Context: an optimization exercise on an open-source flow, tuned for small area. The choices shown serve that exercise and are no tape-out recipe. Only simulation tests tie the RTL to the original design; equivalence was not proved. Power is estimated from default activity; no workload was simulated.

==> v13: inputs <==
==> flow/design.v <==
package lq_pkg;
    typedef logic [4:0]  lq_ptr_t;
    typedef logic [5:0]  rob_idx_t;
    typedef logic [6:0]  fwd_idx_t;    
    typedef logic [15:0] mem_addr_t;
    typedef logic [15:0] mem_data_t;
    typedef logic [5:0]  phy_reg_t;
endpackage
`timescale 1ns/1ns
module load_queue (
    input  logic        clk,
    input  logic        rst,
    input  logic        flsh,
    input  logic [4:0]  mis_pred_ld_ptr,
    input  logic [4:0]  cmmt_ld_ptr,
    input  logic [31:0] indx_ld_al,
    input  logic        mem_rd,
    input  logic [5:0]  indx_ls,
    input  logic [15:0] addr_ls,
    input  logic [5:0]  phy_addr_ld_in,
    input  logic        ld_grnt,
    input  logic        done,
    input  logic [15:0] data_ca,
    input  logic        fwd,
    input  logic        fwd_rdy,
    input  logic [15:0] data_sq,
    output logic        stll,
    output logic        ld_req,
    output logic [15:0] addr,
    output logic [5:0]  phy_addr_ld,
    output logic [5:0]  indx_ld,
    output logic [6:0]  indx_fwd,
    output logic [15:0] data_ld,
    output logic        vld_ld,
    output logic        reg_wrt_ld
);
    localparam int D = 24;
    logic [4:0] head, tail, tail_inc, tail_nxt;
    logic       full, full_nxt;
    logic [3:0] v;           
    logic       lanes_ok;    
    logic [3:0] a;           
    logic [2:0] n;
    always_comb begin
        for (int k = 0; k < 4; k++) v[k] = indx_ld_al[8*k+7];
        lanes_ok = (v[0] | ~v[1]) & (v[1] | ~v[2]) & (v[2] | ~v[3]);
        a = v & {4{lanes_ok}};
        n = 3'(a[0]) + 3'(a[1]) + 3'(a[2]) + 3'(a[3]);
    end
    always_comb begin
        logic [5:0] s;
        s = {1'b0, tail} + {3'b0, n};
        if (s >= 6'd24) s = s - 6'd24;
        tail_inc = s[4:0];
        tail_nxt = flsh ? mis_pred_ld_ptr : tail_inc;
        full_nxt = (tail_nxt == cmmt_ld_ptr) & (a[0] | (full & ~flsh));
    end
    always_ff @(posedge clk or negedge rst) begin
        if (!rst) begin
            head <= '0;
            tail <= '0;
            full <= 1'b0;
        end else begin
            head <= cmmt_ld_ptr;
            tail <= tail_nxt;
            full <= full_nxt;
        end
    end
    assign stll = full;
    logic [D-1:0] ge_head, lt_tail, occ, tail_oh, alloc_en;
    logic wrap;
    assign wrap = (tail < head) | full;
    always_comb begin
        for (int i = 0; i < D; i++) begin
            ge_head[i] = (5'(i) >= head);
            lt_tail[i] = (5'(i) < tail);
            tail_oh[i] = (5'(i) == tail);
            occ[i] = (ge_head[i] & lt_tail[i]) | (wrap & (ge_head[i] | lt_tail[i]));
        end
        for (int i = 0; i < D; i++) begin
            alloc_en[i] = (tail_oh[i] & a[0])
                        | (tail_oh[(i + D - 1) % D] & a[1])
                        | (tail_oh[(i + D - 2) % D] & a[2])
                        | (tail_oh[(i + D - 3) % D] & a[3]);
        end
    end
    logic [6:0] lane_rot [4];
    always_comb begin
        for (int j = 0; j < 4; j++)
            lane_rot[j] = indx_ld_al[8*((j - 32'(tail[1:0])) & 3) +: 7];
    end
    logic [6:0]  e_idx  [D];
    logic [15:0] e_addr [D];
    logic [5:0]  e_phy  [D];
    logic [D-1:0] pend, upd, cur;
    logic         wb, busy;
    always_comb begin
        for (int i = 0; i < D; i++)
            upd[i] = mem_rd & occ[i] & (e_idx[i][5:0] == indx_ls);
    end
    always_ff @(posedge clk) begin
        for (int i = 0; i < D; i++) begin
            e_idx[i]  <= ({7{alloc_en[i]}} & lane_rot[i % 4]) | ({7{occ[i]}} & e_idx[i]);
            e_addr[i] <= {16{~alloc_en[i]}} & (e_addr[i] | ({16{upd[i]}} & addr_ls));
            e_phy[i]  <= {6{~alloc_en[i]}} & (e_phy[i] | ({6{upd[i]}} & phy_addr_ld_in));
        end
    end
    always_ff @(posedge clk or negedge rst) begin
        if (!rst)
            pend <= '0;
        else
            pend <= (pend & ~({D{wb}} & cur)) | upd;
    end
    logic [4:0] grant_b, cur_b;
    always_comb begin
        logic [D-1:0] hreq;
        logic [4:0]   gh, gl;
        hreq = pend & ge_head;
        gh = '0;
        gl = '0;
        for (int i = D - 1; i >= 0; i--) begin
            if (hreq[i]) gh = 5'(i);
            if (pend[i]) gl = 5'(i);
        end
        grant_b = (|hreq) ? gh : gl;
    end
    always_comb begin
        for (int i = 0; i < D; i++)
            cur[i] = (cur_b == 5'(i));
    end
    always_ff @(posedge clk) begin
        if (!busy)
            cur_b <= grant_b;
    end
    always_comb begin
        addr        = '0;
        phy_addr_ld = '0;
        indx_fwd    = '0;
        for (int i = 0; i < D; i++) begin
            addr        = addr        | (e_addr[i] & {16{cur[i]}});
            phy_addr_ld = phy_addr_ld | (e_phy[i]  & {6{cur[i]}});
            indx_fwd    = indx_fwd    | (e_idx[i]  & {7{cur[i]}});
        end
    end
    assign indx_ld = indx_fwd[5:0];
    typedef enum logic [2:0] {
        st_idle    = 3'b000,
        st_req     = 3'b001,
        st_wb      = 3'b010,
        st_both    = 3'b011,
        st_issued  = 3'b100,
        st_got_ca  = 3'b101,
        st_sq_miss = 3'b110,    
        st_sq_hit  = 3'b111     
    } st_e;
    st_e state, state_nxt;
    always_comb begin
        state_nxt = state;
        case (state)
            st_idle:    if (|pend) state_nxt = st_req;
            st_req:     if (ld_grnt) state_nxt = st_issued;
            st_issued: begin
                if (done & fwd_rdy)  state_nxt = st_both;
                else if (done)       state_nxt = st_got_ca;
                else if (fwd_rdy & fwd) state_nxt = st_sq_hit;
                else if (fwd_rdy)    state_nxt = st_sq_miss;
            end
            st_got_ca:  if (fwd_rdy) state_nxt = st_wb;
            st_sq_miss,
            st_sq_hit:  if (done) state_nxt = st_wb;
            st_both:    state_nxt = st_wb;
            st_wb:      state_nxt = st_idle;
            default:    state_nxt = st_idle;
        endcase
    end
    always_ff @(posedge clk or negedge rst) begin
        if (!rst)
            state <= st_idle;
        else
            state <= state_nxt;
    end
    assign ld_req     = (state == st_req);
    assign wb         = (state == st_wb);
    assign busy       = state[2] | state[1];
    assign vld_ld     = wb;
    assign reg_wrt_ld = wb;
    logic [15:0] data_q;
    logic        sq_en, ca_en;
    assign sq_en = fwd_rdy & fwd;
    assign ca_en = done & ~sq_en & (state != st_sq_hit);
    always_ff @(posedge clk)
        data_q <= ({16{sq_en}} & data_sq) | ({16{ca_en}} & data_ca)
                | ({16{~(sq_en | ca_en)}} & data_q);
    assign data_ld = data_q;
endmodule
==> flow/flow/run.sh <==
#!/bin/bash
# Own layout flow: the standard ORFS flow with
#  - the standard synthesis script, except that ABC maps for area (flow/abc_area.script)
#  - port buffers of the smallest buffer cell
#  - CTS with small clusters of clkbuf_8 and no dummy loads
set -euo pipefail
here=$(pwd)
export MY_ABC_SCRIPT=$here/flow/abc_area.script
export BUFFER_PORTS_ARGS="-buffer_cell sky130_fd_sc_hd__buf_1"
export CTS_ARGS="-sink_clustering_enable -repair_clock_nets -dont_use_dummy_load -buf_list sky130_fd_sc_hd__clkbuf_8 -sink_clustering_size 16 -sink_clustering_max_diameter 60"
for s in FLOORPLAN GLOBAL_PLACE RESIZE DETAIL_PLACE REPAIR_TIMING_POST_PLACE CTS GLOBAL_ROUTE; do export PRE_${s}_TCL=$here/flow/dont_use.tcl; done
bash standard.sh SYNTH_SCRIPT=$here/flow/synth_custom.tcl finish > $here/flow_make.log 2>&1
==> flow/flow/abc_area.script <==
&get -n
&st
&syn2
&dch
&nf -a
&put
==> flow/flow/dont_use.tcl <==
set_dont_use [get_lib_cells {sky130_fd_sc_hd__buf_2 sky130_fd_sc_hd__buf_4 sky130_fd_sc_hd__buf_6 sky130_fd_sc_hd__buf_8 sky130_fd_sc_hd__buf_12 sky130_fd_sc_hd__buf_16}]
==> flow/flow/synth_custom.tcl <==
proc synth {args} { yosys synth -nofsm -noshare {*}$args }
set my_fh [open $::env(SCRIPTS_DIR)/synth.tcl]
set my_body [read $my_fh]
close $my_fh
set my_hook {source $::env(SCRIPTS_DIR)/synth_preamble.tcl}
set my_body [string map [list $my_hook "$my_hook\nset abc_args \[lreplace \$abc_args 1 1 \$::env(MY_ABC_SCRIPT)\]"] $my_body]
eval $my_body
# left out here: clear keep_hierarchy, flatten, clean up, hide names made inside functions, write 1_2_yosys.v
==> flow/standard.sh <==
#!/bin/bash
# synth_recipe.tcl (not shown) runs the flow's synth.tcl, then flattens the netlist and writes it again
# the make line also repeats each setting of config.mk as NAME=value (left out here)
make -C /OpenROAD-flow-scripts/flow DESIGN_CONFIG=/design/flow/config.mk WORK_HOME=/design/flow/orfs CLKGATE_MAP_FILE= SYNTH_SCRIPT=/design/flow/synth_recipe.tcl "${@:-finish}"
==> flow/config.mk <==
export PLATFORM = sky130hd
export DESIGN_NAME = load_queue
export DESIGN_NICKNAME = load_queue
export VERILOG_FILES = /design/flow/design.v
export SDC_FILE = /design/flow/constraint.sdc
export NUM_CORES = 4
export LEC_CHECK = 0
export CAP_MARGIN = 0
export CORE_MARGIN = 2
export CORE_UTILIZATION = 60
export SLEW_MARGIN = 0
==> flow/constraint.sdc <==
create_clock -name core_clock -period 10.0 [get_ports {clk}]
set_input_delay 2.0000 -clock core_clock [delete_from_list [all_inputs] [get_ports {clk}]]
set_output_delay 2.0000 -clock core_clock [all_outputs]
set_load 0.01 [all_outputs]
==> v17: changes against v13 <==
--- a/flow/design.v
+++ b/flow/design.v
@@ -7,4 +7,22 @@
     typedef logic [5:0]  phy_reg_t;
 endpackage
+`timescale 1ns/1ns
+module lq_entry (
+    input  logic               clk,
+    input  logic [23:0]        a_en,
+    input  logic [23:0]        a_en_n,
+    input  logic [21:0]        a_z,
+    input  logic [23:0]        i_en,
+    input  logic [23:0]        i_en_n,
+    input  logic [3:0][6:0]    i_z,
+    output logic [23:0][28:0]  s
+);
+    always_ff @(posedge clk) begin
+        for (int i = 0; i < 24; i++) begin
+            s[i][21:0]  <= ~((s[i][21:0] | {22{a_en[i]}}) & ({22{a_en_n[i]}} | a_z));
+            s[i][28:22] <= ~((s[i][28:22] | {7{i_en[i]}}) & ({7{i_en_n[i]}} | i_z[i % 4]));
+        end
+    end
+endmodule
 `timescale 1ns/1ns
 module load_queue (
@@ -68,5 +86,5 @@
     end
     assign stll = full;
-    logic [D-1:0] ge_head, lt_tail, occ, tail_oh, alloc_en;
+    logic [D-1:0] ge_head, lt_tail, occ, alloc_en;
     logic wrap;
     assign wrap = (tail < head) | full;
@@ -75,35 +93,44 @@
             ge_head[i] = (5'(i) >= head);
             lt_tail[i] = (5'(i) < tail);
-            tail_oh[i] = (5'(i) == tail);
             occ[i] = (ge_head[i] & lt_tail[i]) | (wrap & (ge_head[i] | lt_tail[i]));
         end
         for (int i = 0; i < D; i++) begin
-            alloc_en[i] = (tail_oh[i] & a[0])
-                        | (tail_oh[(i + D - 1) % D] & a[1])
-                        | (tail_oh[(i + D - 2) % D] & a[2])
-                        | (tail_oh[(i + D - 3) % D] & a[3]);
-        end
-    end
-    logic [6:0] lane_rot [4];
+            logic lt_ti;
+            lt_ti = (5'(i) < tail_inc);
+            alloc_en[i] = a[0] & ((tail_inc > tail) ? (~lt_tail[i] & lt_ti) : (~lt_tail[i] | lt_ti));
+        end
+    end
+    logic [3:0][6:0] lane_rot;
     always_comb begin
         for (int j = 0; j < 4; j++)
             lane_rot[j] = indx_ld_al[8*((j - 32'(tail[1:0])) & 3) +: 7];
     end
-    logic [6:0]  e_idx  [D];
-    logic [15:0] e_addr [D];
-    logic [5:0]  e_phy  [D];
-    logic [D-1:0] pend, upd, cur;
+    logic         ph;
+    logic [D-1:0] pend, upd, upd_n, alloc_n, cur;
     logic         wb, busy;
-    always_comb begin
+    logic [D-1:0][28:0] ent;           
+    logic [5:0]   key;
+    logic [21:0]  wr_data;
+    logic [3:0][6:0] wr_idx;
+    always_ff @(posedge clk or negedge rst) begin
+        if (!rst)
+            ph <= 1'b0;
+        else
+            ph <= ~ph;
+    end
+    assign key     = indx_ls ^ {6{ph}};
+    assign wr_data = {phy_addr_ld_in, addr_ls} ^ {22{ph}};
+    always_comb begin
+        for (int j = 0; j < 4; j++)
+            wr_idx[j] = lane_rot[j] ^ {7{ph}};
         for (int i = 0; i < D; i++)
-            upd[i] = mem_rd & occ[i] & (e_idx[i][5:0] == indx_ls);
-    end
-    always_ff @(posedge clk) begin
-        for (int i = 0; i < D; i++) begin
-            e_idx[i]  <= ({7{alloc_en[i]}} & lane_rot[i % 4]) | ({7{occ[i]}} & e_idx[i]);
-            e_addr[i] <= {16{~alloc_en[i]}} & (e_addr[i] | ({16{upd[i]}} & addr_ls));
-            e_phy[i]  <= {6{~alloc_en[i]}} & (e_phy[i] | ({6{upd[i]}} & phy_addr_ld_in));
-        end
-    end
+            upd[i] = mem_rd & occ[i] & (ent[i][27:22] == key);
+    end
+    assign upd_n   = ~upd;
+    assign alloc_n = ~alloc_en;
+    lq_entry store_i (
+        .clk(clk), .a_en(upd), .a_en_n(upd_n), .a_z(wr_data),
+        .i_en(alloc_en), .i_en_n(alloc_n), .i_z(wr_idx), .s(ent)
+    );
     always_ff @(posedge clk or negedge rst) begin
         if (!rst)
@@ -133,13 +160,10 @@
             cur_b <= grant_b;
     end
-    always_comb begin
-        addr        = '0;
-        phy_addr_ld = '0;
-        indx_fwd    = '0;
-        for (int i = 0; i < D; i++) begin
-            addr        = addr        | (e_addr[i] & {16{cur[i]}});
-            phy_addr_ld = phy_addr_ld | (e_phy[i]  & {6{cur[i]}});
-            indx_fwd    = indx_fwd    | (e_idx[i]  & {7{cur[i]}});
-        end
+    logic [28:0] rd;
+    always_comb begin
+        rd = '0;
+        for (int i = 0; i < D; i++)
+            rd = rd | (ent[i] & {29{cur[i]}});
+        {indx_fwd, phy_addr_ld, addr} = rd ^ {29{ph}};
     end
     assign indx_ld = indx_fwd[5:0];
--- a/flow/flow/run.sh
+++ b/flow/flow/run.sh
@@ -2,9 +2,13 @@
 # Own layout flow: the standard ORFS flow with
 #  - the standard synthesis script, except that ABC maps for area (flow/abc_area.script)
-#  - port buffers of the smallest buffer cell
+#    and the entry storage module (lq_entry) is mapped on its own before the
+#    design is flattened, so that its enable and inverted-enable inputs stay
+#    separate signals for ABC
+#  - port buffers of the smallest buffer cell, and only small buffers (buf_1, buf_2) for repair
 #  - CTS with small clusters of clkbuf_8 and no dummy loads
 set -euo pipefail
 here=$(pwd)
 export MY_ABC_SCRIPT=$here/flow/abc_area.script
+export SYNTH_KEEP_MODULES=lq_entry
 export BUFFER_PORTS_ARGS="-buffer_cell sky130_fd_sc_hd__buf_1"
 export CTS_ARGS="-sink_clustering_enable -repair_clock_nets -dont_use_dummy_load -buf_list sky130_fd_sc_hd__clkbuf_8 -sink_clustering_size 16 -sink_clustering_max_diameter 60"
==> flow/flow/abc_area.script (replaced) <==
&get -n
&st
&dc2
&dc2
&syn2
&dch -f
&nf -a -E 100 -R 1000
&put
==> flow/flow/dont_use.tcl (replaced) <==
# Repair buffers: only the small buf_1 / buf_2
set_dont_use [get_lib_cells {sky130_fd_sc_hd__buf_4 sky130_fd_sc_hd__buf_6 sky130_fd_sc_hd__buf_8 sky130_fd_sc_hd__buf_12 sky130_fd_sc_hd__buf_16 sky130_fd_sc_hd__clkdlybuf4s* sky130_fd_sc_hd__dlygate4sd* sky130_fd_sc_hd__dlymetal6s*}]
- CAP_MARGIN: 0 -> 20
- SLEW_MARGIN: 0 -> 20
==> results.txt <==
Count of multi-input combinational gates: v17 2069; v13 2437
Placed cell count: v17 3805; v13 4155
YS warnings: v17 2; v13 5
Pin count of the biggest net entering global routing: v17 40; v13 30
Combinational share of power: v17 0.319; v13 0.264
Arrival time reported for the critical path endpoint: v17 8.86 ns; v13 4.43 ns
Worst Min Path Start: v17 store_i.s[34]; v13 data_q[12]
Max-capacitance violation count: v17 0; v13 1
Count of vias placed by the detailed router: v17 31080; v13 29630
Classification of the worst setup path: v17 input pin to flop; v13 flop to primary output
Post-Synthesis Cell Area: v17 0.02924 mm2; v13 0.03003 mm2
Sequential power share: v17 0.537; v13 0.539
Post-Synth Simple-Gate Area: v17 0.08701; v13 0.1499
Most common library cell in the layout ignoring fill and taps: v17 o22ai_1; v13 dfxtp_1
Outcome: v17 complete, no violations; v13 failed layout checks
Layout check failures: v17 -; v13 max-capacitance violations, max-slew violations
Met2 Usage GRT: v17 0.7466; v13 0.6582
Starting density of the core: v17 0.6098; v13 0.6109
Sink count of the clock tree: v17 756; v13 755
Share of synthesized area occupied by flip-flops and latches: v17 0.5261; v13 0.5114
Met2 layer wire length in the routed design: v17 54.45 mm; v13 50.03 mm
Post-route standard cell area excluding fillers: v17 0.03240 mm2; v13 0.03283 mm2
Share of post-route cells with drive strength above 1: v17 0.05171; v13 0.03751
DRC marker count from the first detailed-route iteration: v17 5887; v13 4583
Clock transition at path regs: v17 0.10 ns; v13 0.08 ns
Post-synth net total: v17 3041; v13 3346

re-timing with driven ports:
In the flow no input, the clock included, has a driving cell. The finished layouts below were timed again as built, in two steps.
Step 1, drivers: a clkbuf_16 drives clk and a buf_2 each remaining input, both assumed.
Step 2 adds t to the input delays and takes it off the output delays; t is the mean of the earliest and latest rising clock arrival at the registers after step 1. Input paths then give back, and output paths get back, about the clock's delay inside the block.
Slacks: ideal ports / drivers / drivers and shift; pairs: ideal ports / drivers.
| run | shift t [ns] | setup WS [ns] | clock arrival spread, ns | slew at the worst register clock pin (ns) | pins driven straight from the clock port |
|---|---|---|---|---|---|
| v13 | 0.742 | 3.566 / 3.508 / 3.192 | 0.134 / 0.134 | 0.11 / 0.11 | 1 |
| v17 | 0.771 | 1.797 / 1.834 / 1.063 | 0.162 / 0.162 | 0.11 / 0.11 | 1 |
The setup slack of v17, which loses most, moves by +0.037 ns with the drivers and by -0.734 ns with both steps.
